Context: an optimization exercise on an open-source flow, tuned for small area, a short achievable clock period and few clock cycles per item. The choices shown serve that exercise and are no tape-out recipe. At most, simulation tests tie the RTL to the original design; equivalence was not proved. For runs 2 to 6, only the layout was checked, not whether the RTL still works. Power is estimated from default activity; no workload was simulated.

## flow/design.v (module list and top-level ports; edited modules follow where they fit)
// module instr_decoder: 36 lines
// module instr_queue: 45 lines
// module instruction_issue: 95 lines
// module execute_cluster: 172 lines
// module mul_csa: 713 lines
// module core_issue_top: 106 lines
module core_issue_top (
    input  logic                   clk,
    input  logic                   rst,
    input  logic                   instr_valid,
    input  logic [31:0]            instr_word,
    input  logic                   flush,
    output logic                   stall,
    output logic                   wb_valid,
    output logic [5-1:0] wb_rd,
    output logic [32-1:0]       wb_data
);
  // ...
==> flow/run.sh <==
#!/bin/bash
# synth_recipe.tcl (not shown) runs the flow's synth.tcl, then flattens the netlist and writes it again
# the make line also repeats each setting of config.mk as NAME=value (left out here)
make -C /OpenROAD-flow-scripts/flow DESIGN_CONFIG=/design/flow/config.mk WORK_HOME=/design/flow/orfs CLKGATE_MAP_FILE= SYNTH_SCRIPT=/design/flow/synth_recipe.tcl finish
==> flow/config.mk <==
export PLATFORM = sky130hd
export DESIGN_NAME = core_issue_top
export DESIGN_NICKNAME = core_issue_top
export VERILOG_FILES = /design/flow/design.v
export SDC_FILE = /design/flow/constraint.sdc
export NUM_CORES = 4
export LEC_CHECK = 0
export ABC_CLOCK_PERIOD_IN_PS = 3000
export CAP_MARGIN = 20
export CORE_MARGIN = 2
export CORE_UTILIZATION = 40
export SETUP_SLACK_MARGIN = 3.0
export SLEW_MARGIN = 20
==> flow/constraint.sdc <==
create_clock -name core_clock -period 7.0 [get_ports {clk}]
set_input_delay 1.4000 -clock core_clock [delete_from_list [all_inputs] [get_ports {clk}]]
set_output_delay 1.4000 -clock core_clock [all_outputs]
set_load 0.01 [all_outputs]
==> impl_metrics.yaml, run 1 <==
timing:
  min_period_over_period_pct: 58.4
  slew_headroom_pct: 16.2
  final.min_clock_period_ns: 4.09
cts:
  clock_latency_ns: 0.84
logic_synthesis:
  synthesis.area_um2: 84600
  synth.distinct_cells: 95
  dominantRegCellSynth: "edfxtp_1"
  synth-simple-area-share_pct: 5.86
cells_and_area:
  regMostFlops: "u_issue.rf"
  nFlopsAndLatches: 1504
  fin_area_um2: 96900
  seq_area_um2: 42100
  clock_buffer_count: 227
  buf_share_pct: 3.36
worst_setup_path:
  slowest_stage: "edfxtp_1"
  r2r_slack_ns: 2.91
  critPathMaxStageDelay_ns: 0.73
  crit_cells: 9
  worst-setup-path-type: "reg2reg"
  cp-end-kind: "flop"
  rr_endpoint: "u_issue.mul_a[25]"
place:
  dp_slack_ns: 2.19
  dp.cells: 8872
drt:
  avgRoutedWirePerCell_um: 31.2
  top_layer: "met5"
  first_pass_iters: 6
power:
  ir_drop_v: 0.000260
  clockPowerShare_pct: 41.0
  power_density_nw_per_um2: 224
  powerComb_w: 0.00296
  p_leak_nw: 34.2
status:
  status: "finished clean"
die:
  initial_core_util_pct: 40.3
  taps: 2805
  io_pins: 75
global_routing:
  grt_max_degree: 88
  met1_usage_pct: 36.5
run:
  max_cap_viol_count: 0
Testbench counts, summed over its fixed seeds: cycles 18,202, instrs 16,000.
==> module instruction_issue, before the edit <==
module instruction_issue (
    input  logic                     clk,
    input  logic                     rst,
    input  logic                     head_valid,
    input  core_pkg::dec_t           head,
    output logic                     fire,
    output logic                     ex_alu,
    output logic                     ex_mul,
    output logic                     ex_div,
    output logic [5-1:0]   ex_rd,
    output logic [2:0]               ex_funct3,
    output logic                     ex_sub,
    output logic [32-1:0]         ex_a,
    output logic [32-1:0]         ex_b,
    output logic [32-1:0]         mul_a,
    output logic [32-1:0]         mul_b,
    input  logic [32-1:0]         alu_res,
    input  logic                     s2_valid,
    input  logic [5-1:0]   s2_rd,
    input  logic [32-1:0]         s2_res,
    input  logic                     div_busy,
    input  logic [5-1:0]   div_rd,
    input  logic                     div_resv,
    input  logic                     rf_we,
    input  logic [5-1:0]   rf_waddr,
    input  logic [32-1:0]         rf_wdata
);
    logic [32-1:1][32-1:0] rf;
    logic [32-1:0][32-1:0] rf_rd;
    logic [5-1:0] rs1;
    logic [5-1:0] rs2;
    logic                   use_rs2;
    logic [32-1:0]       rs1_val;
    logic [32-1:0]       rs2_val;
    logic                   haz_mul;
    logic                   haz_div;
    logic                   blk_div;
    logic                   blk_slot;
    genvar gi;
    generate
        for (gi = 1; gi < 32; gi++) begin : g_rf
            always_ff @(posedge clk) begin
                if (rf_we && rf_waddr == gi)
                    rf[gi] <= rf_wdata;
            end
        end
    endgenerate
    assign rf_rd = {rf, {32{1'b0}}};
    assign rs1     = head.rs1;
    assign rs2     = head.imm[4:0];
    assign use_rs2 = !head.use_imm;
    always_comb begin
        if (ex_alu && ex_rd == rs1)
            rs1_val = alu_res;
        else if (s2_valid && s2_rd == rs1)
            rs1_val = s2_res;
        else
            rs1_val = rf_rd[rs1];
    end
    always_comb begin
        if (ex_alu && ex_rd == rs2)
            rs2_val = alu_res;
        else if (s2_valid && s2_rd == rs2)
            rs2_val = s2_res;
        else
            rs2_val = rf_rd[rs2];
    end
    assign haz_mul  = ex_mul && (ex_rd == rs1 || (use_rs2 && ex_rd == rs2));
    assign haz_div  = div_busy && (div_rd == rs1 || (use_rs2 && div_rd == rs2) || div_rd == head.rd);
    assign blk_div  = head.div && div_busy;
    assign blk_slot = !head.div && div_resv;
    assign fire = head_valid && !haz_mul && !haz_div && !blk_div && !blk_slot;
    always_ff @(posedge clk) begin
        if (rst) begin
            ex_alu <= 1'b0;
            ex_mul <= 1'b0;
            ex_div <= 1'b0;
        end else begin
            ex_alu <= fire && head.alu;
            ex_mul <= fire && head.mul;
            ex_div <= fire && head.div;
        end
    end
    logic [32-1:0] op_b;
    assign op_b = head.use_imm ? {{(32-12){head.imm[11]}}, head.imm} : rs2_val;
    always_ff @(posedge clk) begin
        ex_rd     <= head.rd;
        ex_funct3 <= head.funct3;
        ex_sub    <= head.sub;
        ex_a      <= rs1_val;
        ex_b      <= op_b;
        mul_a     <= head.mul ? rs1_val : '0;
        mul_b     <= head.mul ? rs2_val : '0;
    end
endmodule
==> module execute_cluster, before the edit <==
module execute_cluster (
    input  logic                   clk,
    input  logic                   rst,
    input  logic                   ex_alu,
    input  logic                   ex_mul,
    input  logic                   ex_div,
    input  logic [5-1:0] ex_rd,
    input  logic [2:0]             ex_funct3,
    input  logic                   ex_sub,
    input  logic [32-1:0]       ex_a,
    input  logic [32-1:0]       ex_b,
    input  logic [32-1:0]       mul_a,
    input  logic [32-1:0]       mul_b,
    output logic [32-1:0]       alu_res,
    input  logic                   issue_div,
    input  logic [5-1:0] issue_rd,
    input  logic                   issue_rem,
    output logic                   s2_valid,
    output logic [5-1:0] s2_rd,
    output logic [32-1:0]       s2_res,
    output logic                   div_busy,
    output logic [5-1:0] div_rd,
    output logic                   div_resv,
    output logic                   rf_we,
    output logic [5-1:0] rf_waddr,
    output logic [32-1:0]       rf_wdata,
    output logic                   wb_valid,
    output logic [5-1:0] wb_rd,
    output logic [32-1:0]       wb_data
);
    logic [32-1:0] alu_b;
    logic [32-1:0] alu_sum;
    assign alu_b   = ex_sub ? ~ex_b : ex_b;
    assign alu_sum = ex_a + alu_b + {{(32-1){1'b0}}, ex_sub};
    always_comb begin
        case (ex_funct3)
            3'b100:  alu_res = ex_a ^ ex_b;
            3'b110:  alu_res = ex_a | ex_b;
            3'b111:  alu_res = ex_a & ex_b;
            default: alu_res = alu_sum;
        endcase
    end
    logic [32-1:0] mul_r0;
    logic [32-1:0] mul_r1;
    logic [32-1:0] mul_r2;
    logic [32-1:0] mul_r3;
    mul_csa u_mul (
        .a  (mul_a),
        .b  (mul_b),
        .r0 (mul_r0),
        .r1 (mul_r1),
        .r2 (mul_r2),
        .r3 (mul_r3)
    );
    logic [32-1:0] s2_r0;
    logic [32-1:0] s2_r1;
    logic [32-1:0] s2_r2;
    logic [32-1:0] s2_r3;
    logic [32-1:0] s2_t0;
    logic [32-1:0] s2_t1;
    logic [32-1:0] s2_u0;
    logic [32-1:0] s2_u1;
    always_ff @(posedge clk) begin
        if (rst)
            s2_valid <= 1'b0;
        else
            s2_valid <= ex_alu || ex_mul;
    end
    always_ff @(posedge clk) begin
        s2_rd <= ex_rd;
        s2_r0 <= ex_mul ? mul_r0 : alu_res;
        s2_r1 <= ex_mul ? mul_r1 : '0;
        s2_r2 <= ex_mul ? mul_r2 : '0;
        s2_r3 <= ex_mul ? mul_r3 : '0;
    end
    assign s2_t0  = s2_r0 ^ s2_r1 ^ s2_r2;
    assign s2_t1  = {(s2_r0[32-2:0] & s2_r1[32-2:0]) | (s2_r0[32-2:0] & s2_r2[32-2:0]) |
                     (s2_r1[32-2:0] & s2_r2[32-2:0]), 1'b0};
    assign s2_u0  = s2_t0 ^ s2_t1 ^ s2_r3;
    assign s2_u1  = {(s2_t0[32-2:0] & s2_t1[32-2:0]) | (s2_t0[32-2:0] & s2_r3[32-2:0]) |
                     (s2_t1[32-2:0] & s2_r3[32-2:0]), 1'b0};
    assign s2_res = s2_u0 + s2_u1;
    function automatic [5:0] clz32(input [31:0] x);
        integer i;
        begin
            clz32 = 6'd32;
            for (i = 0; i < 32; i = i + 1)
                if (x[i])
                    clz32 = 31 - i;
        end
    endfunction
    logic [5:0]       za;
    logic [5:0]       zb;
    logic [5:0]       zdiff;
    logic             b_zero;
    logic             b_le;
    logic             div_run;
    logic             div_align;
    logic             div_done;
    logic             div_wr;
    logic             div_op_rem;
    logic [4:0]       div_sh;
    logic [5:0]       div_cnt;
    logic [32-1:0] div_rem;
    logic [32-1:0] div_quot;
    logic [32-1:0] div_d;
    logic [32:0]   div_diff;
    logic [32-1:0] div_res;
    assign za     = clz32(ex_a);
    assign zb     = clz32(ex_b);
    assign zdiff  = zb - za;
    assign b_zero = (ex_b == '0);
    assign b_le   = !b_zero && (zb >= za);
    assign div_diff = {1'b0, div_rem} - {1'b0, div_d};
    assign div_done = div_busy && !ex_div && !div_align && !div_run;
    assign div_wr   = div_done && !s2_valid;
    assign div_res  = div_op_rem ? div_rem : div_quot;
    assign div_resv = (div_align && div_cnt == 6'd1) || (div_run && div_cnt == 6'd2);
    always_ff @(posedge clk) begin
        if (rst) begin
            div_busy  <= 1'b0;
            div_align <= 1'b0;
            div_run   <= 1'b0;
        end else begin
            if (issue_div)
                div_busy <= 1'b1;
            else if (div_wr)
                div_busy <= 1'b0;
            div_align <= ex_div && b_le;
            if (div_align)
                div_run <= 1'b1;
            else if (div_run && div_cnt == 6'd1)
                div_run <= 1'b0;
        end
    end
    always_ff @(posedge clk) begin
        if (issue_div) begin
            div_rd     <= issue_rd;
            div_op_rem <= issue_rem;
        end
    end
    always_ff @(posedge clk) begin
        if (ex_div) begin
            div_sh   <= zdiff[4:0];
            div_cnt  <= zdiff + 6'd1;
            div_rem  <= ex_a;
            div_quot <= b_zero ? '1 : '0;
            div_d    <= ex_b;
        end else if (div_align) begin
            div_d    <= div_d << div_sh;
        end else if (div_run) begin
            div_cnt  <= div_cnt - 6'd1;
            div_quot <= {div_quot[32-2:0], !div_diff[32]};
            div_d    <= div_d >> 1;
            if (!div_diff[32])
                div_rem <= div_diff[32-1:0];
        end
    end
    assign rf_we    = s2_valid || div_wr;
    assign rf_waddr = s2_valid ? s2_rd : div_rd;
    assign rf_wdata = s2_valid ? s2_res : div_res;
    always_ff @(posedge clk) begin
        if (rst)
            wb_valid <= 1'b0;
        else
            wb_valid <= rf_we;
    end
    always_ff @(posedge clk) begin
        wb_rd   <= rf_waddr;
        wb_data <= rf_wdata;
    end
endmodule
==> module core_issue_top, before the edit <==
module core_issue_top (
    input  logic                   clk,
    input  logic                   rst,
    input  logic                   instr_valid,
    input  logic [31:0]            instr_word,
    input  logic                   flush,
    output logic                   stall,
    output logic                   wb_valid,
    output logic [5-1:0] wb_rd,
    output logic [32-1:0]       wb_data
);
    logic                   dec_ok;
    core_pkg::dec_t         dec;
    logic                   head_valid;
    core_pkg::dec_t         head;
    logic                   fire;
    logic                   ex_alu, ex_mul, ex_div;
    logic [5-1:0] ex_rd;
    logic [2:0]             ex_funct3;
    logic                   ex_sub;
    logic [32-1:0]       ex_a, ex_b;
    logic [32-1:0]       mul_a, mul_b;
    logic [32-1:0]       alu_res;
    logic                   s2_valid;
    logic [5-1:0] s2_rd;
    logic [32-1:0]       s2_res;
    logic                   div_busy;
    logic [5-1:0] div_rd;
    logic                   div_resv;
    logic                   rf_we;
    logic [5-1:0] rf_waddr;
    logic [32-1:0]       rf_wdata;
    instr_decoder u_decoder (
        .instr_word (instr_word),
        .dec_ok     (dec_ok),
        .dec        (dec)
    );
    instr_queue u_queue (
        .clk        (clk),
        .rst        (rst),
        .flush      (flush),
        .push       (instr_valid && !flush && dec_ok),
        .wr_data    (dec),
        .pop        (fire),
        .head_valid (head_valid),
        .head       (head),
        .stall      (stall)
    );
    instruction_issue u_issue (
        .clk        (clk),
        .rst        (rst),
        .head_valid (head_valid),
        .head       (head),
        .fire       (fire),
        .ex_alu     (ex_alu),
        .ex_mul     (ex_mul),
        .ex_div     (ex_div),
        .ex_rd      (ex_rd),
        .ex_funct3  (ex_funct3),
        .ex_sub     (ex_sub),
        .ex_a       (ex_a),
        .ex_b       (ex_b),
        .mul_a      (mul_a),
        .mul_b      (mul_b),
        .alu_res    (alu_res),
        .s2_valid   (s2_valid),
        .s2_rd      (s2_rd),
        .s2_res     (s2_res),
        .div_busy   (div_busy),
        .div_rd     (div_rd),
        .div_resv   (div_resv),
        .rf_we      (rf_we),
        .rf_waddr   (rf_waddr),
        .rf_wdata   (rf_wdata)
    );
    execute_cluster u_execute (
        .clk        (clk),
        .rst        (rst),
        .ex_alu     (ex_alu),
        .ex_mul     (ex_mul),
        .ex_div     (ex_div),
        .ex_rd      (ex_rd),
        .ex_funct3  (ex_funct3),
        .ex_sub     (ex_sub),
        .ex_a       (ex_a),
        .ex_b       (ex_b),
        .mul_a      (mul_a),
        .mul_b      (mul_b),
        .alu_res    (alu_res),
        .issue_div  (fire && head.div),
        .issue_rd   (head.rd),
        .issue_rem  (head.funct3[1]),
        .s2_valid   (s2_valid),
        .s2_rd      (s2_rd),
        .s2_res     (s2_res),
        .div_busy   (div_busy),
        .div_rd     (div_rd),
        .div_resv   (div_resv),
        .rf_we      (rf_we),
        .rf_waddr   (rf_waddr),
        .rf_wdata   (rf_wdata),
        .wb_valid   (wb_valid),
        .wb_rd      (wb_rd),
        .wb_data    (wb_data)
    );
endmodule
==> inputs of run 2 (changes only) <==
--- a/flow/design.v
+++ b/flow/design.v
@@ -124,2 +124,4 @@
     input  logic                     div_resv,
+    input  logic                     div_wr,
+    input  logic [32-1:0]         div_res,
     input  logic                     rf_we,
@@ -157,2 +159,4 @@
             rs1_val = s2_res;
+        else if (div_wr && div_rd == rs1)
+            rs1_val = div_res;
         else
@@ -165,2 +169,4 @@
             rs2_val = s2_res;
+        else if (div_wr && div_rd == rs2)
+            rs2_val = div_res;
         else
@@ -169,4 +175,5 @@
     assign haz_mul  = ex_mul && (ex_rd == rs1 || (use_rs2 && ex_rd == rs2));
-    assign haz_div  = div_busy && (div_rd == rs1 || (use_rs2 && div_rd == rs2) || div_rd == head.rd);
-    assign blk_div  = head.div && div_busy;
+    assign haz_div  = div_busy && !div_wr &&
+                      (div_rd == rs1 || (use_rs2 && div_rd == rs2) || div_rd == head.rd);
+    assign blk_div  = head.div && div_busy && !div_wr;
     assign blk_slot = !head.div && div_resv;
@@ -221,2 +228,4 @@
     output logic                   div_resv,
+    output logic                   div_wr,
+    output logic [32-1:0]       div_res,
     output logic                   rf_we,
@@ -291,3 +300,2 @@
     logic [5:0]       zb;
-    logic [5:0]       zdiff;
     logic             b_zero;
@@ -297,5 +305,6 @@
     logic             div_done;
-    logic             div_wr;
     logic             div_op_rem;
-    logic [4:0]       div_sh;
+    logic [5:0]       div_za;
+    logic [5:0]       div_zb;
+    logic [5:0]       div_k;
     logic [5:0]       div_cnt;
@@ -305,8 +314,7 @@
     logic [32:0]   div_diff;
-    logic [32-1:0] div_res;
     assign za     = clz32(ex_a);
     assign zb     = clz32(ex_b);
-    assign zdiff  = zb - za;
     assign b_zero = (ex_b == '0);
     assign b_le   = !b_zero && (zb >= za);
+    assign div_k  = div_zb - div_za;
     assign div_diff = {1'b0, div_rem} - {1'b0, div_d};
@@ -315,3 +323,3 @@
     assign div_res  = div_op_rem ? div_rem : div_quot;
-    assign div_resv = (div_align && div_cnt == 6'd1) || (div_run && div_cnt == 6'd2);
+    assign div_resv = (div_align && div_za == div_zb) || (div_run && div_cnt == 6'd2);
     always_ff @(posedge clk) begin
@@ -341,4 +349,4 @@
         if (ex_div) begin
-            div_sh   <= zdiff[4:0];
-            div_cnt  <= zdiff + 6'd1;
+            div_za   <= za;
+            div_zb   <= zb;
             div_rem  <= ex_a;
@@ -347,3 +355,4 @@
         end else if (div_align) begin
-            div_d    <= div_d << div_sh;
+            div_cnt  <= div_k + 6'd1;
+            div_d    <= div_d << div_k[4:0];
         end else if (div_run) begin
@@ -1114,2 +1123,4 @@
     logic                   div_resv;
+    logic                   div_wr;
+    logic [32-1:0]       div_res;
     logic                   rf_we;
@@ -1156,2 +1167,4 @@
         .div_resv   (div_resv),
+        .div_wr     (div_wr),
+        .div_res    (div_res),
         .rf_we      (rf_we),
@@ -1183,2 +1196,4 @@
         .div_resv   (div_resv),
+        .div_wr     (div_wr),
+        .div_res    (div_res),
         .rf_we      (rf_we),
--- a/flow/config.mk
+++ b/flow/config.mk
@@ -10,3 +10,4 @@
 export CORE_MARGIN = 2
-export CORE_UTILIZATION = 40
+export CORE_UTILIZATION = 65
+export PLACE_DENSITY = 0.75
 export SETUP_SLACK_MARGIN = 3.0
==> run 2 against run 1 <==
  * Now fails the layout checks on max-capacitance violations, max-slew violations
  * Sequential share of layout area is 0.10 points lower
  * Flip-flop and latch count grew 7
  * Combinational power up 2%
==> impl_metrics.yaml, run 2 <==
timing:
  tns_ns: 0
  fin_worst_skew_ns: 0.0672
  rsz0062_at_grt: "yes"
  min_period_over_period_pct: 59.8
  slew_headroom_pct: -0.935
  fmax_mhz: 239
  final.min_clock_period_ns: 4.18
  slew_viol_final: 1
  setup_viol: 0
  hold_viol: 0
  tightest_slew_ns: 1.50
cells_and_area:
  largest_register_ff_count: 992
  area_growth_pct: 13.1
  reg_top3: "u_issue.rf (992), u_queue.q (90)"
  regMostFlops: "u_issue.rf"
  fin_area_um2: 97500
  mostFrequentLayoutCells: "1202 x edfxtp_1, 587 x mux4_2, 360 x nand2_1"
  fillers: 8110
  final_common_cell: "edfxtp_1"
  drive_above_1_share_pct: 22.6
  fin_nets: 7020
worst_setup_path:
  path_delay_family: "compound AO/OA/AOI/OAI gates"
  crit_chain: "fa_1, inv_1, fa_1, inv_2, ha_4, nand4_1, a21oi_4, o21ai_0, nand2b_1, a21oi_1, xnor2_1, o22ai_1, o22ai_1"
  required_ns: 7.61
  slowest_stage: "o22ai_1"
  critPathMaxStageDelay_ns: 0.62
  cp-end-kind: "flop"
  start_kind: "flop"
  worst-setup-path-type: "reg2reg"
  cp_data_arrival_time_ns: 4.80
  cp.buffers_inverters: 2
  critPathMaxFanout: 6
die:
  core_um2: 132000
  die_h_um: 368
  initial_core_util_pct: 65.5
  io_pins: 75
  design.die.area_um2: 136000
  die_w_um: 368
  rows: 133
cts:
  cts_buffer_depth: 3
  cts_tree: "done"
  ctsHoldBuffers: 0
  numCtsBuffers: 156
  clkSinkCount: 1511
  clock_latency_ns: 0.83
  path_clk_slew_ns: 0.06
  clockRootBuffer: "clkbuf_16"
  cts-htree-levels: 4
logic_synthesis:
  synth_top_area_share_pct: 41.8
  yosysWarnings: 3
  synth.most_common_cell: "edfxtp_1"
  dominantRegCellSynth: "edfxtp_1"
  synth_area_leaders: "edfxtp_1 42%, mux4_2 15%, dfxtp_1 7.2%, fa_1 4.5%, ha_1 3.4%"
  ys_top_cells_by_count: "1202 x edfxtp_1, 587 x mux4_2, 365 x nand2_1, 336 x nor2_1, 327 x clkbuf_1"
  synth_seq_area_share_pct: 49.0
  synth.distinct_cells: 83
  netlist_instances: 6531
  yosys.area.top_type: "edfxtp_1"
  ys_ff_latch: 1511
  synthesis.area_um2: 86300
  syn_area_per_cell_um2: 13.2
  synth-async-reset-ratio_pct: 0
  synth_nets: 6992
  synth-edff-count: 1202
place:
  globalplace.congestion: 1.07
  placedInstanceArea_um2: 89200
  hpwlAfterDp_um: 195000
  portBuffers: 74
drt:
  drc: 0
  avgRoutedWirePerCell_um: 37.6
  via_per_inst: 7.60
  first_pass_iters: 7
  num_vias: 64200
  drt_iter0_drc: 11100
  drtAntennaViolNets: 0
  finalWirelength_um: 318000
global_routing:
  grt_pass1_wl_um: 447000
  grt_pass1_vias: 62400
  track_usage_pct: 46.3
  grt_overflow: 0
  grt_max_degree: 101
  antenna_found_initial: 20
power:
  ir_drop_v: 0.000276
  power_density_nw_per_um2: 225
  p_leak_nw: 34.9
status:
  so_faults: "max-capacitance violations, max-slew violations"
  status: "complete, but fails checks"
min_path:
  hp-class: "reg2reg"
run:
  max_cap_viol_count: 1
## run 2: cell types whose count changed after synthesis, sizes merged, moves of 22 or more
cell / delta
clkbuf: +54
nand2: +44
buf: -33
inv: +28
mux2i: +26
nor3: +26
a22o: -22
## run 2: kinds of logic (layout without fill, tap and decap cells)
| kind of cell | Yosys count | count (layout) | synth area share, % |
|---|---|---|---|
| other | 0 | 5 | 0 |
| buffers and inverters | 804 | 946 | 3.68 |
| AND/OR/NAND/NOR | 1200 | 1207 | 6.53 |
| flip-flops | 1511 | 1511 | 49.0 |
| XOR/XNOR | 418 | 418 | 4.24 |
| adder cells (fa/ha/maj) | 425 | 425 | 7.85 |
| multiplexers | 851 | 856 | 18.6 |
| AO/OA/AOI/OAI | 1322 | 1329 | 10.1 |
## run 2: where the power goes
group	leakage [nW]	internal [W]	switching, W
sequential	13.6	0.00970	0.000196
clock	2.70	0.00516	0.00386
combinational	18.7	0.00115	0.00187
total	34.9	0.0160	0.00592
## run 2: layer usage
layer | global-route usage [%] | part of all wire, % | vias up
li1 | - | - | 25100
met1 | 56.3 | 32 | 31600
met2 | 68.9 | 45 | 5979
met3 | 16.7 | 15 | 1556
met4 | 32.8 | 8.8 | 30
met5 | 0 | 0.098 | -
## run 2: area by class of cell
class	instances	area [µm²]	share of cell area (%)
well taps	1755	2200	2.25
inverters	324	1260	1.29
diodes	5	12.5	0.0128
clock inverters	71	1070	1.09
repair inverters	1	5.00	0.00513
flip-flops and latches	1511	42300	43.4
multi-input cells	4235	42700	43.8
clock buffers	220	4480	4.59
repair buffers	330	3470	3.56
## run 2: worst register-to-register path, cell delays in order, from the launching register on
cell and delay, ns:
dfxtp_2 0.32, fa_1 0.55, inv_1 0.05, fa_1 0.51, inv_2 0.06, ha_4 0.29, nand4_1 0.17, a21oi_4 0.32
o21ai_0 0.14, nand2b_1 0.10, a21oi_1 0.08, xnor2_1 0.37, o22ai_1 0.39, o22ai_1 0.63
## run 2: path summary, 6_finish.rpt
kind                 startpoint                   end  slack, ns  depth (start not counted)
max          u_execute.s2_r2[4]     u_issue.mul_b[11]       2.82                         13
min               u_queue.q[26]  u_issue.ex_funct3[2]       0.35                          0
max reg2reg  u_execute.s2_r2[4]     u_issue.mul_b[11]       2.82                         13
min reg2reg       u_queue.q[26]  u_issue.ex_funct3[2]       0.35                          0
## run 2: timing repair
item | CTS | global route
resized for setup | 192 | 123
pin swaps | 22 | 28
gates cloned | 18 | 7
setup buffers | 41 | 35
endpoints found under the setup margin | 976 | 681
## run 2: per-stage QoR
| step | setup slack, ns | util (%) | cells | hold slack, ns | total power, W |
|---|---|---|---|---|---|
| 5_1_grt | 2.80 | 74.1 | 8447 | 0.357 | 0.0223 |
| 3_3_place_gp | 1.99 | 67.6 | 8043 | 0.326 | 0.0127 |
| 2_1_floorplan | 3.00 | - | 6531 | 0.323 | 0.0117 |
| 6_report | 2.82 | 74.1 | 8452 | 0.349 | 0.0219 |
| 3_5_place_dp | 1.94 | 67.8 | 8049 | 0.338 | 0.0127 |
| 4_1_cts | 2.95 | 73.2 | 8399 | 0.352 | 0.0217 |
==> inputs of run 3 (changes only) <==
--- a/flow/config.mk
+++ b/flow/config.mk
@@ -10,4 +10,3 @@
 export CORE_MARGIN = 2
-export CORE_UTILIZATION = 65
-export PLACE_DENSITY = 0.75
+export CORE_UTILIZATION = 40
 export SETUP_SLACK_MARGIN = 3.0
==> run 3 against run 2 <==
  * Critical endpoint is now u_issue.rf[863]
  * Cell area up 1.4%
  * Die area up 62%
  * Maximum frequency up 2.0%
  * Routed wire length down 2.0%
  * Sequential power about the same
  * First-iteration DRC count down 20%
  * Area after synthesis unchanged
  * Critical path depth down 1
  * Now clean on timing, DRC and antenna
  * Clock power down 2.9%
  * Register-to-register slack better by 0.08 ns
  * Largest cell class unchanged
  * Utilization down 28 points
==> impl_metrics.yaml, run 3 <==
status:
  status: "finished clean"
global_routing:
  track_usage_pct: 27.9
  antenna_found_initial: 15
  grt_pass1_vias: 58900
  grt_max_degree: 98
  grt_overflow: 0
  grt_pass1_wl_um: 439000
run:
  max_cap_viol_count: 0
die:
  die_h_um: 468
  io_pins: 75
  die_w_um: 468
  core_um2: 214000
  rows: 170
  initial_core_util_pct: 40.2
  design.die.area_um2: 219000
cts:
  clockRootBuffer: "clkbuf_16"
  clkSinkCount: 1511
  cts_buffer_depth: 3
  path_clk_slew_ns: 0.08
  clock_latency_ns: 0.84
  cts_tree: "done"
  cts-htree-levels: 4
  numCtsBuffers: 160
logic_synthesis:
  synth.distinct_cells: 83
  synthesis.area_um2: 86300
  ys_top_cells_by_count: "1202 x edfxtp_1, 587 x mux4_2, 365 x nand2_1, 336 x nor2_1, 327 x clkbuf_1"
  netlist_instances: 6531
  synth.most_common_cell: "edfxtp_1"
  ys_ff_latch: 1511
  yosysWarnings: 3
  yosys.area.top_type: "edfxtp_1"
  synth_area_leaders: "edfxtp_1 42%, mux4_2 15%, dfxtp_1 7.2%, fa_1 4.5%, ha_1 3.4%"
  synth_top_area_share_pct: 41.8
  synth_nets: 6992
  dominantRegCellSynth: "edfxtp_1"
  synth_seq_area_share_pct: 49.0
  syn_area_per_cell_um2: 13.2
  synth-async-reset-ratio_pct: 0
  synth-edff-count: 1202
timing:
  slew_viol_final: 0
  rsz0062_at_grt: "yes"
  tightest_slew_ns: 1.19
  slew_headroom_pct: 20.4
  setup_viol: 0
  tns_ns: 0
  fin_worst_skew_ns: 0.0642
  final.min_clock_period_ns: 4.10
  worst_slack_ns: 2.90
  holdWs_ns: 0.344
  min_period_over_period_pct: 58.6
  fmax_mhz: 244
  hold_viol: 0
power:
  fin_total_pwr_w: 0.0217
  ir_drop_v: 0.000254
  power_density_nw_per_um2: 219
  p_leak_nw: 35.0
worst_setup_path:
  critPathMaxFanout: 8
  cp_data_arrival_time_ns: 4.66
  worst-setup-path-type: "reg2reg"
  required_ns: 7.56
  cp-end-kind: "flop"
  start_kind: "flop"
drt:
  drt_iter0_drc: 8882
  drtAntennaViolNets: 0
  finalWirelength_um: 311000
  avgRoutedWirePerCell_um: 32.5
  first_pass_iters: 6
  via_per_inst: 6.38
  drc: 0
  num_vias: 61100
cells_and_area:
  seq_area_um2: 42300
  drive_above_1_share_pct: 22.9
  final_common_cell: "edfxtp_1"
  area_growth_pct: 14.6
  mostFrequentLayoutCells: "1202 x edfxtp_1, 587 x mux4_2, 359 x nand2_1"
  fin_nets: 7056
  fillers: 18900
  multi_input_area_um2: 42700
  reg_top3: "u_issue.rf (992), u_queue.q (90)"
  largest_register_ff_count: 992
  regMostFlops: "u_issue.rf"
place:
  globalplace.congestion: 0.949
  dp_slack_ns: 1.61
  hpwlAfterDp_um: 203000
  portBuffers: 74
min_path:
  hp-class: "reg2reg"
-- run 3: routing by layer --
metal	vias to the layer above	GRT usage, %	wire [µm]
li1	25200	-	-
met1	31400	37.0	118000
met2	3728	42.8	141000
met3	806	6.14	31900
met4	8	15.0	20000
met5	-	0	39
-- run 3: logic make-up (layout without fill, tap and decap cells) --
logic type,Yosys count,in the layout,synth area share (%)
flip-flops,1511,1511,49.0
AO/OA/AOI/OAI,1322,1328,10.1
AND/OR/NAND/NOR,1200,1207,6.53
multiplexers,851,854,18.6
buffers and inverters,804,991,3.68
adder cells (fa/ha/maj),425,425,7.85
XOR/XNOR,418,418,4.24
other,0,5,0
-- run 3: through the flow --
step	utilization [%]	instance area (µm²)	instances
finish	46.1	98900	9577
global route	46.1	98900	9572
CTS	45.5	97500	9506
detailed placement	42.2	90600	9140
global placement	42.2	90500	9138
floorplan	-	86400	6531
-- run 3: path summary, 6_finish.rpt --
check	cells after the start	slack (ns)	start	endpoint
worst max-delay path	12	2.90	u_execute.s2_r2[24]	u_issue.rf[863]
worst max register to register	12	2.90	u_execute.s2_r2[24]	u_issue.rf[863]
worst min register to register	0	0.34	u_queue.q[26]	u_issue.ex_funct3[2]
worst min-delay path	0	0.34	u_queue.q[26]	u_issue.ex_funct3[2]
-- run 3: area by class of cell --
class	instances	share of cell area, %
antenna	5	0.0127
timing repair inverter	1	0.00506
timing repair buffer	365	3.71
tap	2838	3.59
clock buffer	223	4.55
clock inverter	78	0.905
sequential	1511	42.8
inverter	324	1.27
multi-input combinational	4232	43.1
-- run 3: repair_timing --
action | in CTS | in global routing
buffers inserted | 50 | 60
hold buffers | 0 | 0
gates cloned | 15 | 5
gates resized for setup | 200 | 134
setup endpoints to repair | 1286 | 737
pin swaps | 29 | 43
-- run 3: worst max-delay path, stage by stage (launching register included) --
cell	delay, ns
dfxtp_2	0.33
fa_2	0.58
fa_2	0.49
ha_4	0.26
buf_12	0.14
nor2b_4	0.13
a211oi_2	0.39
nand4_1	0.22
o211a_1	0.28
or3_4	0.41
a21oi_4	0.26
nor2_4	0.12
clkbuf_16	0.21
-- run 3: power breakdown --
part | total, W | switching [W] | internal, W
logic | 0.00303 | 0.00186 | 0.00117
registers | 0.00990 | 0.000193 | 0.00970
clock network | 0.00876 | 0.00383 | 0.00492
==> inputs of run 4 (changes only) <==
--- a/flow/design.v
+++ b/flow/design.v
@@ -115,4 +115,2 @@
     output logic [32-1:0]         ex_b,
-    output logic [32-1:0]         mul_a,
-    output logic [32-1:0]         mul_b,
     input  logic [32-1:0]         alu_res,
@@ -199,4 +197,2 @@
         ex_b      <= op_b;
-        mul_a     <= head.mul ? rs1_val : '0;
-        mul_b     <= head.mul ? rs2_val : '0;
     end
@@ -1115,3 +1111,2 @@
     logic [32-1:0]       ex_a, ex_b;
-    logic [32-1:0]       mul_a, mul_b;
     logic [32-1:0]       alu_res;
@@ -1158,4 +1153,2 @@
         .ex_b       (ex_b),
-        .mul_a      (mul_a),
-        .mul_b      (mul_b),
         .alu_res    (alu_res),
@@ -1184,4 +1177,4 @@
         .ex_b       (ex_b),
-        .mul_a      (mul_a),
-        .mul_b      (mul_b),
+        .mul_a      (ex_a),
+        .mul_b      (ex_b),
         .alu_res    (alu_res),
==> run 4 against run 3 <==
  * Sequential share of layout area is 0.11 points higher
  * Combinational power increased to 2.7 times the previous value
  * Total power grew 21%
  * Clock power down 4.5%
  * First-iteration DRC count shrank 16%
  * Critical path depth rose by 2
  * Final cell count down 3.8%
  * Area after synthesis down 3.4%
  * Highest routed layer unchanged
  * The layout now fails its checks (max-capacitance violations, max-slew violations)
  * Maximum frequency fell by 0.38%
  * Die area shrank 3.4%
  * Global-route usage fell by 1.3 points
==> impl_metrics.yaml, run 4 <==
drt:
  finalWirelength_um: 290000
  drt_iter0_drc: 7464
  via_per_inst: 6.27
  avgRoutedWirePerCell_um: 31.5
  num_vias: 57700
  drc: 0
  drtAntennaViolNets: 0
  first_pass_iters: 7
place:
  portBuffers: 74
  hpwlAfterDp_um: 180000
  globalplace.congestion: 0.949
  placedInstanceArea_um2: 87500
logic_synthesis:
  synth_nets: 6656
  synth.most_common_cell: "edfxtp_1"
  ys_ff_latch: 1447
  yosysWarnings: 3
  synth.distinct_cells: 80
  ys_top_cells_by_count: "1202 x edfxtp_1, 581 x mux4_2, 380 x nand2_1, 349 x o21ai_0, 314 x xnor2_1"
  syn_area_per_cell_um2: 13.5
  dominantRegCellSynth: "edfxtp_1"
  synth-edff-count: 1202
  synth-async-reset-ratio_pct: 0
  synth_seq_area_share_pct: 49.2
  synthesis.area_um2: 83300
  synth_top_area_share_pct: 43.3
  yosys.area.top_type: "edfxtp_1"
  netlist_instances: 6195
  synth_area_leaders: "edfxtp_1 43%, mux4_2 16%, dfxtp_1 5.9%, fa_1 4.7%, ha_1 3.5%"
cts:
  path_clk_slew_ns: 0.06
  cts-htree-levels: 4
  clock_latency_ns: 0.82
  ctsHoldBuffers: 0
  cts_tree: "done"
  cts_buffer_depth: 3
  numCtsBuffers: 154
  clkSinkCount: 1447
  clockRootBuffer: "clkbuf_16"
worst_setup_path:
  critPathMaxFanout: 8
  cp-end-kind: "flop"
  critical_path.startpoint: "u_execute.s2_r2[13]"
  crit_chain: "fa_1, fa_1, ha_4, a21o_1, a21o_1, a211o_1, o2111a_1, a221o_1, buf_4, buf_6, nor2_4, xnor2_4, buf_6, mux2_4"
  cp.buffers_inverters: 3
  worst-setup-path-type: "reg2reg"
  start_kind: "flop"
  required_ns: 7.53
  cp_data_arrival_time_ns: 4.65
  path_delay_family: "adder cells"
  critPathMaxStageDelay_ns: 0.57
  slowest_stage: "fa_1"
  r2r_start: "u_execute.s2_r2[13]"
power:
  clockPowerShare_pct: 32.1
  p_int_w: 0.0175
  fin_total_pwr_w: 0.0261
  seqPwrFrac_pct: 36.6
  power_switching_w: 0.00868
  ir_drop_v: 0.000274
  switching_share_pct: 33.2
  combPwrFrac_pct: 31.3
  p_leak_nw: 33.6
  power_density_nw_per_um2: 273
cells_and_area:
  drive_above_1_share_pct: 23.5
  regMostFlops: "u_issue.rf"
  fin_nets: 6751
  mostFrequentLayoutCells: "1202 x edfxtp_1, 581 x mux4_2, 378 x nand2_1"
  area_growth_pct: 14.8
  reg_top3: "u_issue.rf (992), u_queue.q (90)"
  largest_register_ff_count: 992
  fin_area_um2: 95700
  final_common_cell: "edfxtp_1"
timing:
  hold_viol: 0
  holdWs_ns: 0.339
  slew_viol_final: 98
  fmax_mhz: 243
  tns_ns: 0
  setup_viol: 0
  fin_worst_skew_ns: 0.0608
  rsz0062_at_grt: "yes"
  min_period_over_period_pct: 58.8
  final.min_clock_period_ns: 4.12
  tightest_slew_ns: 2.01
  slew_headroom_pct: -35.4
global_routing:
  grt_pass1_vias: 56500
  track_usage_pct: 26.6
  grt_pass1_wl_um: 408000
  grt_overflow: 0
  antenna_found_initial: 13
  grt_max_degree: 98
die:
  die_w_um: 460
  rows: 167
  initial_core_util_pct: 40.3
  design.die.area_um2: 212000
  io_pins: 75
  die_h_um: 460
  core_um2: 207000
min_path:
  holdCritStartpoint: "u_queue.q[24]"
  hp-class: "reg2reg"
run:
  max_cap_viol_count: 5
status:
  status: "complete, but fails checks"
  so_faults: "max-capacitance violations, max-slew violations"
run 4: changes by cell type in the layout (fill, tap and decap cells not counted), moves of 20 or more:
cell,previous run,this run
o21ai_0,277,324
and2_1,141,98
a22o_1,38,68
o22ai_1,71,39
buf_4,220,243
o211ai_1,25,77
o31ai_1,37,15
dfxtp_1,288,215
nor2_1,293,224
mux2_4,9,29
inv_1,307,279
run 4: cells by family after synthesis:
group,Yosys count,share of synthesized area [%]
DFF,1447,49.2
AOI/OAI and AO/OA,1327,10.4
and+or+nand+nor,972,5.26
muxes,829,18.9
buffers and inverters,783,3.79
adders and majority gates,425,8.13
xor gates and xnor gates,412,4.33
run 4: layout make-up:
class                           instances  area (µm²)
Clock buffer                          205        4220
Antenna cell                            3        7.51
Multi-Input combinational cell       3994       40800
Timing Repair Buffer                  394        3940
Fill cell                           18200      111000
Clock inverter                         83         956
Inverter                              299        1170
Tap cell                             2788        3490
Sequential cell                      1447       41100
run 4: worst paths after layout:
path	depth (start not counted)	end	slack, ns
setup / recovery	14	u_issue.rf[477]	2.88
hold reg to reg	0	u_issue.ex_funct3[0]	0.34
hold / removal	0	u_issue.ex_funct3[0]	0.34
setup reg to reg	14	u_issue.rf[477]	2.88
run 4: stage by stage:
stage,instances,setup WS [ns],utilization (%)
CTS,9092,2.85,45.4
global route,9210,2.77,46.2
finish,9213,2.88,46.2
floorplan,6195,2.95,-
global placement,8750,2.21,42.3
detailed placement,8752,2.22,42.3
run 4: timing repair:
action,CTS,global route
pin swaps,25,45
gates resized for setup,143,149
setup buffers,44,90
setup endpoints to repair,968,840
hold endpoints to repair,0,0
cloned,8,25
run 4: power by group through the flow:
stage	combinational, W	clock [W]	sequential, W
after global placement	0.00751	0	0.00973
final	0.00819	0.00837	0.00957
after global routing	0.00896	0.00884	0.00957
after floorplan	0.00524	0	0.00961
after CTS	0.00785	0.00848	0.00955
after detailed placement	0.00758	0	0.00973
run 4: metal layers:
| layer | wire length [µm] | part of all wire [%] | track usage, % |
|---|---|---|---|
| met1 | 112000 | 39 | 35.7 |
| met2 | 133000 | 46 | 41.8 |
| met3 | 30800 | 11 | 5.93 |
| met4 | 14000 | 4.8 | 11.1 |
| met5 | 95 | 0.033 | 0 |
==> inputs of run 5 (changes only) <==
--- a/flow/design.v
+++ b/flow/design.v
@@ -115,2 +115,4 @@
     output logic [32-1:0]         ex_b,
+    output logic [32-1:0]         mul_a,
+    output logic [32-1:0]         mul_b,
     input  logic [32-1:0]         alu_res,
@@ -129,3 +131,2 @@
     logic [32-1:1][32-1:0] rf;
-    logic [32-1:0][32-1:0] rf_rd;
     logic [5-1:0] rs1;
@@ -148,3 +149,18 @@
     endgenerate
-    assign rf_rd = {rf, {32{1'b0}}};
+    logic [32-1:0] rs1_oh;
+    logic [32-1:0] rs2_oh;
+    logic [32-1:0]     rf_rs1;
+    logic [32-1:0]     rf_rs2;
+    always_comb begin
+        rf_rs1 = '0;
+        rf_rs2 = '0;
+        for (int r = 1; r < 32; r++) begin
+            rs1_oh[r] = (rs1 == r);
+            rs2_oh[r] = (rs2 == r);
+            rf_rs1 = rf_rs1 | ({32{rs1_oh[r]}} & rf[r]);
+            rf_rs2 = rf_rs2 | ({32{rs2_oh[r]}} & rf[r]);
+        end
+        rs1_oh[0] = 1'b0;
+        rs2_oh[0] = 1'b0;
+    end
     assign rs1     = head.rs1;
@@ -160,3 +176,3 @@
         else
-            rs1_val = rf_rd[rs1];
+            rs1_val = rf_rs1;
     end
@@ -170,3 +186,3 @@
         else
-            rs2_val = rf_rd[rs2];
+            rs2_val = rf_rs2;
     end
@@ -197,2 +213,4 @@
         ex_b      <= op_b;
+        mul_a     <= head.mul ? rs1_val : '0;
+        mul_b     <= head.mul ? rs2_val : '0;
     end
@@ -1111,2 +1129,3 @@
     logic [32-1:0]       ex_a, ex_b;
+    logic [32-1:0]       mul_a, mul_b;
     logic [32-1:0]       alu_res;
@@ -1153,2 +1172,4 @@
         .ex_b       (ex_b),
+        .mul_a      (mul_a),
+        .mul_b      (mul_b),
         .alu_res    (alu_res),
@@ -1177,4 +1198,4 @@
         .ex_b       (ex_b),
-        .mul_a      (ex_a),
-        .mul_b      (ex_b),
+        .mul_a      (mul_a),
+        .mul_b      (mul_b),
         .alu_res    (alu_res),
==> run 5 against run 4 <==
  * Now clean on timing, DRC and antenna
  * Largest cell class unchanged
  * Largest power group unchanged
  * Area after synthesis is 1.6% lower
  * Sequential power is 4.2% higher
  * Count of clock-buffer cells in the layout is 12 higher
  * Clock skew is 0.0090 ns higher
  * Final cell count is 11% higher
==> impl_metrics.yaml, run 5 <==
status:
  status: "finished clean"
die:
  die_h_um: 457
  io_pins: 75
  core_um2: 204000
  die_w_um: 457
  initial_core_util_pct: 40.2
  design.die.area_um2: 209000
  rows: 166
cells_and_area:
  largest_register_ff_count: 992
  multi_input_area_um2: 38300
  regMostFlops: "u_issue.rf"
  fillers: 18300
  mostFrequentLayoutCells: "1202 x edfxtp_1, 986 x a22oi_1, 553 x nand2_1"
  final_common_cell: "edfxtp_1"
  instances_no_fill: 10300
  fin_nets: 7869
  finish.utilization_pct: 46.5
  seq_area_um2: 42300
  reg_top3: "u_issue.rf (992), u_queue.q (90)"
  area_growth_pct: 15.7
  drive_above_1_share_pct: 14.4
worst_setup_path:
  worst-setup-path-type: "reg2reg"
  cp_data_arrival_time_ns: 4.92
  path_delay_family: "simple AND/OR/NAND/NOR gates"
  critPathMaxStageDelay_ns: 0.67
  crit_path_frequent_cell: "buf_4"
  critPathMaxFanout: 17
  crit_chain: "buf_12, nor3b_2, buf_4, and2_2, buf_4, a22oi_1, nand4_1, nor3_1, a31o_2, mux2i_1, mux2_2, and2_1"
  required_ns: 7.71
  start_kind: "flop"
  slowest_stage: "nor3_1"
  cp.buffers_inverters: 3
  cp-end-kind: "flop"
place:
  portBuffers: 74
  hpwlAfterDp_um: 236000
  dp.cells: 9779
  globalplace.congestion: 0.988
timing:
  rsz0062_at_grt: "yes"
  fmax_mhz: 238
  min_period_over_period_pct: 60.1
  tns_ns: 0
  hold_viol: 0
  slew_headroom_pct: 11.7
  tightest_slew_ns: 1.31
  final.min_clock_period_ns: 4.21
  slew_viol_final: 0
  fin_worst_skew_ns: 0.0697
  setup_viol: 0
cts:
  cts_buffer_depth: 3
  cts-htree-levels: 4
  clockRootBuffer: "clkbuf_16"
  path_clk_slew_ns: 0.06
  numCtsBuffers: 161
  cts_tree: "done"
  clock_latency_ns: 0.87
  ctsHoldBuffers: 0
  clkSinkCount: 1511
logic_synthesis:
  synth.most_common_cell: "edfxtp_1"
  ys_top_cells_by_count: "1202 x edfxtp_1, 996 x a22oi_1, 556 x nand2_1, 323 x clkbuf_1, 323 x nor2_1"
  synth-async-reset-ratio_pct: 0
  synth-edff-count: 1202
  yosys.area.top_type: "edfxtp_1"
  synth_top_area_share_pct: 44.0
  synth.distinct_cells: 97
  dominantRegCellSynth: "edfxtp_1"
  synth_nets: 7791
  synth_seq_area_share_pct: 51.5
  yosysWarnings: 3
  synth_area_leaders: "edfxtp_1 44%, a22oi_1 9.1%, dfxtp_1 7.5%, fa_1 4.7%, ha_1 3.5%"
  netlist_instances: 7331
  ys_ff_latch: 1511
  syn_area_per_cell_um2: 11.2
  synthesis.area_um2: 82100
global_routing:
  grt_overflow: 0
  antenna_found_initial: 24
  grt_max_degree: 81
  grt_pass1_vias: 66600
  grt_pass1_wl_um: 514000
  track_usage_pct: 34.5
drt:
  via_per_inst: 6.92
  avgRoutedWirePerCell_um: 36.7
  num_vias: 71000
  first_pass_iters: 14
  drtAntennaViolNets: 0
  drt_iter0_drc: 14800
  drc: 0
  finalWirelength_um: 377000
min_path:
  hp-class: "reg2reg"
power:
  ir_drop_v: 0.000187
  fin_total_pwr_w: 0.0220
  power_density_nw_per_um2: 232
  p_leak_nw: 35.0
run:
  max_cap_viol_count: 0
[run 5: final cells by class]
class / count / share of cell area (%)
sequential: 1511 / 44.6
multi-input combinational: 4963 / 40.4
clock buffer: 217 / 4.66
timing repair buffer: 446 / 4.39
tap: 2688 / 3.54
inverter: 326 / 1.34
clock inverter: 83 / 1.09
antenna: 21 / 0.0553
[run 5: path summary, 6_finish.rpt]
kind                 start                   end  slack [ns]  cells after the start
max           u_queue.q[8]     u_issue.mul_a[11]        2.79                     12
min          u_queue.q[26]  u_issue.ex_funct3[2]        0.35                      0
max reg2reg   u_queue.q[8]     u_issue.mul_a[11]        2.79                     12
min reg2reg  u_queue.q[26]  u_issue.ex_funct3[2]        0.35                      0
[run 5: cells by family (layout without fill, tap and decap cells)]
logic type | after synthesis | count (layout) | synth area share [%]
fa+ha+maj | 424 | 424 | 8.24
mux | 161 | 170 | 2.21
buf+inv | 877 | 1072 | 4.43
flops | 1511 | 1511 | 51.5
simple gates | 1807 | 1816 | 10.8
compound gates | 2121 | 2123 | 18.2
other cells | 0 | 21 | 0
xor+xnor | 430 | 430 | 4.60
[run 5: through the flow]
step           cell area [µm²]  worst slack, ns  hold slack, ns
2_1_floorplan            82200             3.00           0.323
3_3_place_gp             86200             1.72           0.328
3_5_place_dp             86200             1.83           0.329
4_1_cts                  93300             2.94           0.343
5_1_grt                  94900             2.82           0.349
6_report                 95000             2.79           0.345
[run 5: repair_timing]
| item | in CTS | in global routing |
|---|---|---|
| gates resized for setup | 201 | 204 |
| pin swaps | 44 | 63 |
| buffers inserted | 67 | 56 |
| endpoints found under the setup margin | 807 | 652 |
| cloned | 13 | 14 |
[run 5: metal layers]
metal	wire, µm	share of wire, %	vias up	global-route usage (%)
met3	55900	15	1960	13.9
met2	156000	41	6523	50.3
met5	529	0.14	-	0.597
li1	-	-	28000	-
met1	131000	35	34500	42.0
met4	33100	8.8	30	22.8
[run 5: worst reg2reg max path: stages, from the launching register on]
cell and delay [ns]:
edfxtp_1 0.54, buf_12 0.22, nor3b_2 0.15, buf_4 0.21, and2_2 0.54, buf_4 0.43, a22oi_1 0.24, nand4_1 0.12
nor3_1 0.67, a31o_2 0.28, mux2i_1 0.14, mux2_2 0.37, and2_1 0.17
[run 5: report_power, final]
part | internal [W] | switching, W
Sequential | 0.00973 | 0.000238
Clock | 0.00502 | 0.00396
Combinational | 0.00107 | 0.00198
Total | 0.0158 | 0.00617
==> inputs of run 6 (changes only) <==
--- a/flow/design.v
+++ b/flow/design.v
@@ -175,2 +175,4 @@
             rs1_val = div_res;
+        else if (rf_we && rf_waddr == rs1)
+            rs1_val = rf_wdata;
         else
@@ -185,2 +187,4 @@
             rs2_val = div_res;
+        else if (rf_we && rf_waddr == rs2)
+            rs2_val = rf_wdata;
         else
@@ -379,5 +383,8 @@
     end
-    assign rf_we    = s2_valid || div_wr;
-    assign rf_waddr = s2_valid ? s2_rd : div_rd;
-    assign rf_wdata = s2_valid ? s2_res : div_res;
+    logic                   res_we;
+    logic [5-1:0] res_rd;
+    logic [32-1:0]       res_data;
+    assign res_we   = s2_valid || div_wr;
+    assign res_rd   = s2_valid ? s2_rd : div_rd;
+    assign res_data = s2_valid ? s2_res : div_res;
     always_ff @(posedge clk) begin
@@ -386,8 +393,11 @@
         else
-            wb_valid <= rf_we;
+            wb_valid <= res_we;
     end
     always_ff @(posedge clk) begin
-        wb_rd   <= rf_waddr;
-        wb_data <= rf_wdata;
+        wb_rd   <= res_rd;
+        wb_data <= res_data;
     end
+    assign rf_we    = wb_valid;
+    assign rf_waddr = wb_rd;
+    assign rf_wdata = wb_data;
 endmodule
==> run 6 against run 5 <==
  * Highest routed layer unchanged
  * Area after synthesis rose by 0.83%
  * Flip-flop and latch count did not move
  * First-iteration DRC count rose by 17%
==> impl_metrics.yaml, run 6 <==
die:
  design.die.area_um2: 210000
  die_w_um: 459
  io_pins: 75
  rows: 166
  die_h_um: 459
  core_um2: 205000
  initial_core_util_pct: 40.3
power:
  p_leak_nw: 35.1
  switching_share_pct: 28.3
  clockPowerShare_pct: 40.0
  seqPwrFrac_pct: 46.1
  fin_total_pwr_w: 0.0217
  power_density_nw_per_um2: 228
  combPwrFrac_pct: 13.9
  p_int_w: 0.0156
  power_switching_w: 0.00612
  ir_drop_v: 0.000272
drt:
  via_per_inst: 7.12
  drt_iter0_drc: 17300
  first_pass_iters: 22
  drc: 0
  drtAntennaViolNets: 0
  num_vias: 73700
  finalWirelength_um: 397000
  avgRoutedWirePerCell_um: 38.3
timing:
  rsz0062_at_grt: "yes"
  slew_headroom_pct: 11.8
  fin_worst_skew_ns: 0.0798
  fmax_mhz: 232
  tightest_slew_ns: 1.29
  slew_viol_final: 0
  min_period_over_period_pct: 61.6
  hold_viol: 0
  setup_viol: 0
  tns_ns: 0
  final.min_clock_period_ns: 4.31
  holdWs_ns: 0.348
logic_synthesis:
  synth-edff-count: 1202
  yosysWarnings: 3
  synth.most_common_cell: "edfxtp_1"
  synth.distinct_cells: 93
  yosys.area.top_type: "edfxtp_1"
  ys_ff_latch: 1511
  synth_nets: 7909
  netlist_instances: 7449
  synth_area_leaders: "edfxtp_1 44%, a22oi_1 8.4%, dfxtp_1 7.5%, fa_1 4.7%, ha_1 3.5%"
  synth_top_area_share_pct: 43.6
  dominantRegCellSynth: "edfxtp_1"
  syn_area_per_cell_um2: 11.1
  synth_seq_area_share_pct: 51.1
  synthesis.area_um2: 82700
  ys_top_cells_by_count: "1202 x edfxtp_1, 931 x a22oi_1, 545 x nand2_1, 372 x clkbuf_1, 332 x o21ai_0"
  synth-async-reset-ratio_pct: 0
status:
  status: "finished clean"
worst_setup_path:
  start_kind: "flop"
  cp_data_arrival_time_ns: 5.09
  required_ns: 7.78
  critPathMaxStageDelay_ns: 0.85
  slowest_stage: "and2_2"
  critPathMaxFanout: 16
  cp-end-kind: "flop"
  crit_chain: "buf_4, nor3_2, buf_4, and2_2, buf_4, a22oi_1, nand2_1, nor4_1, a31oi_1, a211oi_1, o22ai_1, and2_1"
  crit_path_frequent_cell: "buf_4"
  worst-setup-path-type: "reg2reg"
run:
  max_cap_viol_count: 0
cells_and_area:
  drive_above_1_share_pct: 14.1
  reg_top3: "u_issue.rf (992), u_queue.q (90)"
  final_common_cell: "edfxtp_1"
  regMostFlops: "u_issue.rf"
  fin_nets: 7967
  area_growth_pct: 14.7
  largest_register_ff_count: 992
  mostFrequentLayoutCells: "1202 x edfxtp_1, 925 x a22oi_1, 539 x nand2_1"
cts:
  path_clk_slew_ns: 0.06
  numCtsBuffers: 157
  clkSinkCount: 1511
  clockRootBuffer: "clkbuf_16"
  cts_buffer_depth: 3
  ctsHoldBuffers: 0
  clock_latency_ns: 0.89
  cts_tree: "done"
  cts-htree-levels: 4
global_routing:
  grt_overflow: 0
  grt_max_degree: 95
  grt_pass1_wl_um: 539000
  track_usage_pct: 36.4
  antenna_found_initial: 31
  grt_pass1_vias: 67300
place:
  portBuffers: 74
  hpwlAfterDp_um: 250000
  globalplace.congestion: 1.02
min_path:
  hp-class: "reg2reg"
run 6: critical path: cells and delay by family, from the launching register on:
family          cells  cell delay (ns)
compound gates      4             1.40
flops               1             0.51
simple gates        5             1.29
buf+inv             3             0.98
run 6: per-stage QoR:
step | instance area (µm²) | setup slack, ns | util (%) | std cells
6_report | 94900 | 2.69 | 46.3 | 10400
5_1_grt | 94900 | 2.83 | 46.2 | 10300
4_1_cts | 93800 | 2.81 | 45.7 | 10300
3_5_place_dp | 87300 | 1.86 | 42.5 | 9932
3_3_place_gp | 87200 | 1.84 | 42.5 | 9927
2_1_floorplan | 82900 | 2.98 | - | 7449
run 6: cell type report:
cell class | instances | area [µm²]
antenna | 30 | 75.1
inverter | 315 | 1220
clock inverter | 90 | 982
fill | 18700 | 110000
multi-input combinational | 5059 | 38700
clock buffer | 201 | 4210
tap | 2688 | 3360
sequential | 1511 | 42400
timing repair buffer | 463 | 3990
run 6: path summary, 6_finish.rpt:
check | startpoint | endpoint | slack (ns) | cells past startpoint
worst max-delay path | u_queue.q[7] | u_issue.mul_a[5] | 2.69 | 12
worst min-delay path | u_queue.q[24] | u_issue.ex_funct3[0] | 0.35 | 0
worst max register to register | u_queue.q[7] | u_issue.mul_a[5] | 2.69 | 12
worst min register to register | u_queue.q[24] | u_issue.ex_funct3[0] | 0.35 | 0
run 6: kinds of logic (layout without fill, tap and decap cells):
family,count (synthesis),after routing,synth area share (%)
multiplexers,136,140,1.90
flip-flops,1511,1511,51.1
AND/OR/NAND/NOR,1865,1867,11.3
buffers and inverters,885,1069,4.34
XOR/XNOR,450,450,4.76
AO/OA/AOI/OAI,2178,2178,18.5
other,0,30,0
adder cells (fa/ha/maj),424,424,8.17
run 6: power by group through the flow:
stage	clock network, W	logic [W]	registers [W]
2_1_floorplan	0	0.00145	0.0100
3_3_place_gp	0	0.00247	0.0102
3_5_place_dp	0	0.00249	0.0102
4_1_cts	0.00865	0.00269	0.00998
5_1_grt	0.00898	0.00309	0.0100
6_report	0.00867	0.00301	0.0100
run 6: layer usage:
layer  track usage [%]  routed length, µm  up-vias
met2              48.6             153000     7505
met5              1.47                487        -
met1              47.6             142000    35700
met4              23.1              34500       24
li1                  -                  -    28400
met3              16.0              67700     2131
run 6: repair_timing:
item                       4_1_cts  5_1_grt
setup endpoints to repair      244      162
pin swaps                       19       57
resized for setup              189      144
buffers inserted                46       49
gates cloned                     5        2
==> inputs of run 7 (changes only) <==
--- a/flow/design.v
+++ b/flow/design.v
@@ -131,2 +131,3 @@
     logic [32-1:1][32-1:0] rf;
+    logic [32-1:0][32-1:0] rf_rd;
     logic [5-1:0] rs1;
@@ -149,18 +150,3 @@
     endgenerate
-    logic [32-1:0] rs1_oh;
-    logic [32-1:0] rs2_oh;
-    logic [32-1:0]     rf_rs1;
-    logic [32-1:0]     rf_rs2;
-    always_comb begin
-        rf_rs1 = '0;
-        rf_rs2 = '0;
-        for (int r = 1; r < 32; r++) begin
-            rs1_oh[r] = (rs1 == r);
-            rs2_oh[r] = (rs2 == r);
-            rf_rs1 = rf_rs1 | ({32{rs1_oh[r]}} & rf[r]);
-            rf_rs2 = rf_rs2 | ({32{rs2_oh[r]}} & rf[r]);
-        end
-        rs1_oh[0] = 1'b0;
-        rs2_oh[0] = 1'b0;
-    end
+    assign rf_rd = {rf, {32{1'b0}}};
     assign rs1     = head.rs1;
@@ -178,3 +164,3 @@
         else
-            rs1_val = rf_rs1;
+            rs1_val = rf_rd[rs1];
     end
@@ -190,3 +176,3 @@
         else
-            rs2_val = rf_rs2;
+            rs2_val = rf_rd[rs2];
     end
--- a/flow/config.mk
+++ b/flow/config.mk
@@ -11,2 +11,3 @@
 export CORE_UTILIZATION = 40
+export CTS_BUF_LIST = sky130_fd_sc_hd__clkbuf_4 sky130_fd_sc_hd__clkbuf_8
 export SETUP_SLACK_MARGIN = 3.0
==> run 7 against run 6 <==
  * Clock power fell by 5.2%
  * Final cell count fell by 6.8%
  * Area after synthesis rose by 3.7%
  * Clock skew fell by 0.0062 ns
  * Via count fell by 19%
  * Synthesized cell count fell by 12%
  * Still clean
  * Non-clock buffer count fell by 134
  * Flip-flop and latch count did not move
==> impl_metrics.yaml, run 7 <==
status:
  status: "finished clean"
timing:
  fin_worst_skew_ns: 0.0736
  hold_viol: 0
  holdWs_ns: 0.345
  final.min_clock_period_ns: 4.13
  min_period_over_period_pct: 59.0
  tightest_slew_ns: 1.15
  setup_viol: 0
  tns_ns: 0
  fmax_mhz: 242
  slew_viol_final: 0
  rsz0062_at_grt: "yes"
  slew_headroom_pct: 22.3
cts:
  cts_tree: "done"
  cts_buffer_depth: 4
  path_clk_slew_ns: 0.06
  cts-htree-levels: 5
  ctsHoldBuffers: 0
  clkSinkCount: 1511
  clock_latency_ns: 1.06
  clockRootBuffer: "clkbuf_8"
  numCtsBuffers: 279
logic_synthesis:
  synth_nets: 6988
  ys_ff_latch: 1511
  ys_top_cells_by_count: "1202 x edfxtp_1, 585 x mux4_2, 374 x nand2_1, 357 x o21ai_0, 329 x a21oi_1"
  synth_seq_area_share_pct: 49.3
  synth_area_leaders: "edfxtp_1 42%, mux4_2 15%, dfxtp_1 7.2%, fa_1 4.5%, ha_1 3.4%"
  synth_top_area_share_pct: 42.1
  syn_area_per_cell_um2: 13.1
  synth.distinct_cells: 85
  synth-async-reset-ratio_pct: 0
  yosys.area.top_type: "edfxtp_1"
  yosysWarnings: 3
  synthesis.area_um2: 85800
  synth-edff-count: 1202
  netlist_instances: 6528
  synth.most_common_cell: "edfxtp_1"
  dominantRegCellSynth: "edfxtp_1"
global_routing:
  antenna_found_initial: 17
  grt_pass1_wl_um: 433000
  track_usage_pct: 27.7
  grt_max_degree: 122
  grt_overflow: 0
  grt_pass1_vias: 60300
power:
  seqPwrFrac_pct: 47.4
  switching_share_pct: 26.8
  power_density_nw_per_um2: 216
  combPwrFrac_pct: 13.4
  power_switching_w: 0.00564
  p_leak_nw: 34.7
  p_int_w: 0.0154
  ir_drop_v: 0.000228
  clockPowerShare_pct: 39.2
cells_and_area:
  mostFrequentLayoutCells: "1202 x edfxtp_1, 585 x mux4_2, 372 x nand2_1"
  area_growth_pct: 13.1
  largest_register_ff_count: 992
  drive_above_1_share_pct: 23.6
  fillers: 19100
  regMostFlops: "u_issue.rf"
  reg_top3: "u_issue.rf (992), u_queue.q (90)"
  multi_input_area_um2: 41500
  final_common_cell: "edfxtp_1"
  fin_nets: 7104
  seq_area_um2: 42300
drt:
  finalWirelength_um: 306000
  via_per_inst: 6.21
  drtAntennaViolNets: 0
  avgRoutedWirePerCell_um: 31.7
  num_vias: 60000
  drt_iter0_drc: 7877
  drc: 0
  first_pass_iters: 6
worst_setup_path:
  cp_data_arrival_time_ns: 5.01
  r2r_slack_ns: 2.87
  cp-end-kind: "flop"
  worst-setup-path-type: "reg2reg"
  r2r_start: "u_execute.s2_r0[23]"
  r2r_cells: 13
  required_ns: 7.88
  critPathMaxFanout: 6
  start_kind: "flop"
  rr_endpoint: "u_issue.ex_b[29]"
min_path:
  hold_depth: 0
  holdCritStartpoint: "u_queue.q[24]"
  hold_path_end: "u_issue.ex_funct3[0]"
  hp-class: "reg2reg"
die:
  core_um2: 213000
  die_h_um: 467
  initial_core_util_pct: 40.3
  design.die.area_um2: 218000
  io_pins: 75
  rows: 169
  die_w_um: 467
place:
  globalplace.congestion: 1.01
  hpwlAfterDp_um: 195000
  portBuffers: 74
run:
  max_cap_viol_count: 0
## run 7: cell type report
class | instances | area share, %
Antenna cell | 10 | 0.0258
Clock buffer | 378 | 4.84
Clock inverter | 84 | 0.526
Inverter | 322 | 1.29
Multi-Input combinational cell | 4201 | 42.8
Sequential cell | 1511 | 43.6
Tap cell | 2821 | 3.64
Timing Repair Buffer | 329 | 3.25
## run 7: cell families (layout without fill, tap and decap cells)
family,Yosys count,in the layout,synth area share (%)
AND/OR/NAND/NOR,1075,1075,5.75
XOR/XNOR,450,450,4.59
buffers and inverters,820,1113,3.70
multiplexers,805,809,18.1
adder cells (fa/ha/maj),424,424,7.88
flip-flops,1511,1511,49.3
other,0,10,0
AO/OA/AOI/OAI,1443,1443,10.7
## run 7: what timing repair did
item,in CTS,in global routing
setup endpoints to repair,261,183
gates resized for setup,128,129
pin swaps,21,47
gates cloned,6,3
buffers inserted,25,37
## run 7: through the flow
stage / setup slack, ns / total power (W) / std cells / utilization, % / area [µm²]
floorplan: 3.00 / 0.0117 / 6528 / - / 85900
global placement: 1.91 / 0.0127 / 9111 / 42.3 / 90000
detailed placement: 1.93 / 0.0127 / 9113 / 42.3 / 90000
CTS: 2.89 / 0.0209 / 9606 / 45.2 / 96100
global route: 2.82 / 0.0217 / 9649 / 45.6 / 97000
finish: 2.87 / 0.0210 / 9656 / 45.6 / 97100
## run 7: worst max-delay path by stage
stage | from | endpoint | slack (ns) | cells past startpoint
final | u_execute.s2_r0[23] | u_issue.ex_b[29] | 2.87 | 13
after global routing | u_execute.s2_r2[4] | u_issue.ex_b[29] | 2.82 | 16
after global placement | u_issue.mul_b[11] | u_execute.s2_r0[30] | 1.91 | 10
after floorplan | u_issue.mul_b[1] | u_execute.s2_r0[27] | 3.00 | 16
after CTS | u_execute.s2_r1[15] | u_issue.ex_b[29] | 2.89 | 14
after detailed placement | u_issue.mul_b[11] | u_execute.s2_r0[30] | 1.93 | 10
## run 7: critical path, cell delays in order, from the launching register on
cell and delay, ns:
dfxtp_2 0.44, fa_1 0.47, fa_1 0.54, ha_2 0.48
nand3_2 0.20, nor2_1 0.29, a221o_1 0.39, o21ai_4 0.15
and4b_1 0.26, nor4_2 0.25, buf_4 0.19, nor2_1 0.06
nor3_2 0.17, o31ai_1 0.08
## run 7: per-layer routing
layer / track usage (%) / vias to the layer above / wire length (µm)
met2: 42.1 / 3497 / 138000
met5: 0 / - / 235
met4: 13.8 / 10 / 16600
li1: - / 25100 / -
met1: 36.1 / 30600 / 118000
met3: 8.13 / 784 / 33800
## run 7: power groups by stage
stage	combinational, W	clock (W)	sequential [W]
2_1_floorplan	0.00170	0	0.0100
3_3_place_gp	0.00255	0	0.0101
3_5_place_dp	0.00256	0	0.0101
4_1_cts	0.00265	0.00834	0.00994
5_1_grt	0.00298	0.00874	0.00995
6_report	0.00282	0.00822	0.00995
Testbench counts of run 7, summed over its fixed seeds: cycles 17,895, instrs 16,000.

## static timing again, ports no longer ideal
No port has a modelled driver above. Below, the same layouts with a new extraction and two added sets of constraints. Step 1, drivers: a clkbuf_16 drives clk and a buf_2 each remaining input, both assumed. Step 2 times the ports against the registers' clock, not the clock port: input delays grow and output delays shrink by t, the midpoint of the rising clock arrivals with the driver on. Three values: no drivers, after step 1, after step 2; two values: the first two.
run	t (ns)	setup WS [ns]	worst setup path after step 2
run 1	0.896	2.910 / 2.910 / 2.910	register to register
run 2	0.881	2.816 / 2.816 / 2.638	input to register
run 3	0.903	2.896 / 2.896 / 2.753	input to register
run 4	0.881	2.881 / 2.881 / 2.881	register to register
run 5	0.926	2.793 / 2.793 / 2.793	register to register
run 6	0.950	2.691 / 2.691 / 2.691	register to register
run 7	1.109	2.871 / 2.871 / 2.871	register to register
The setup slack of run 2, which loses most, moves by 0.000 ns with the drivers and by -0.178 ns with both steps.
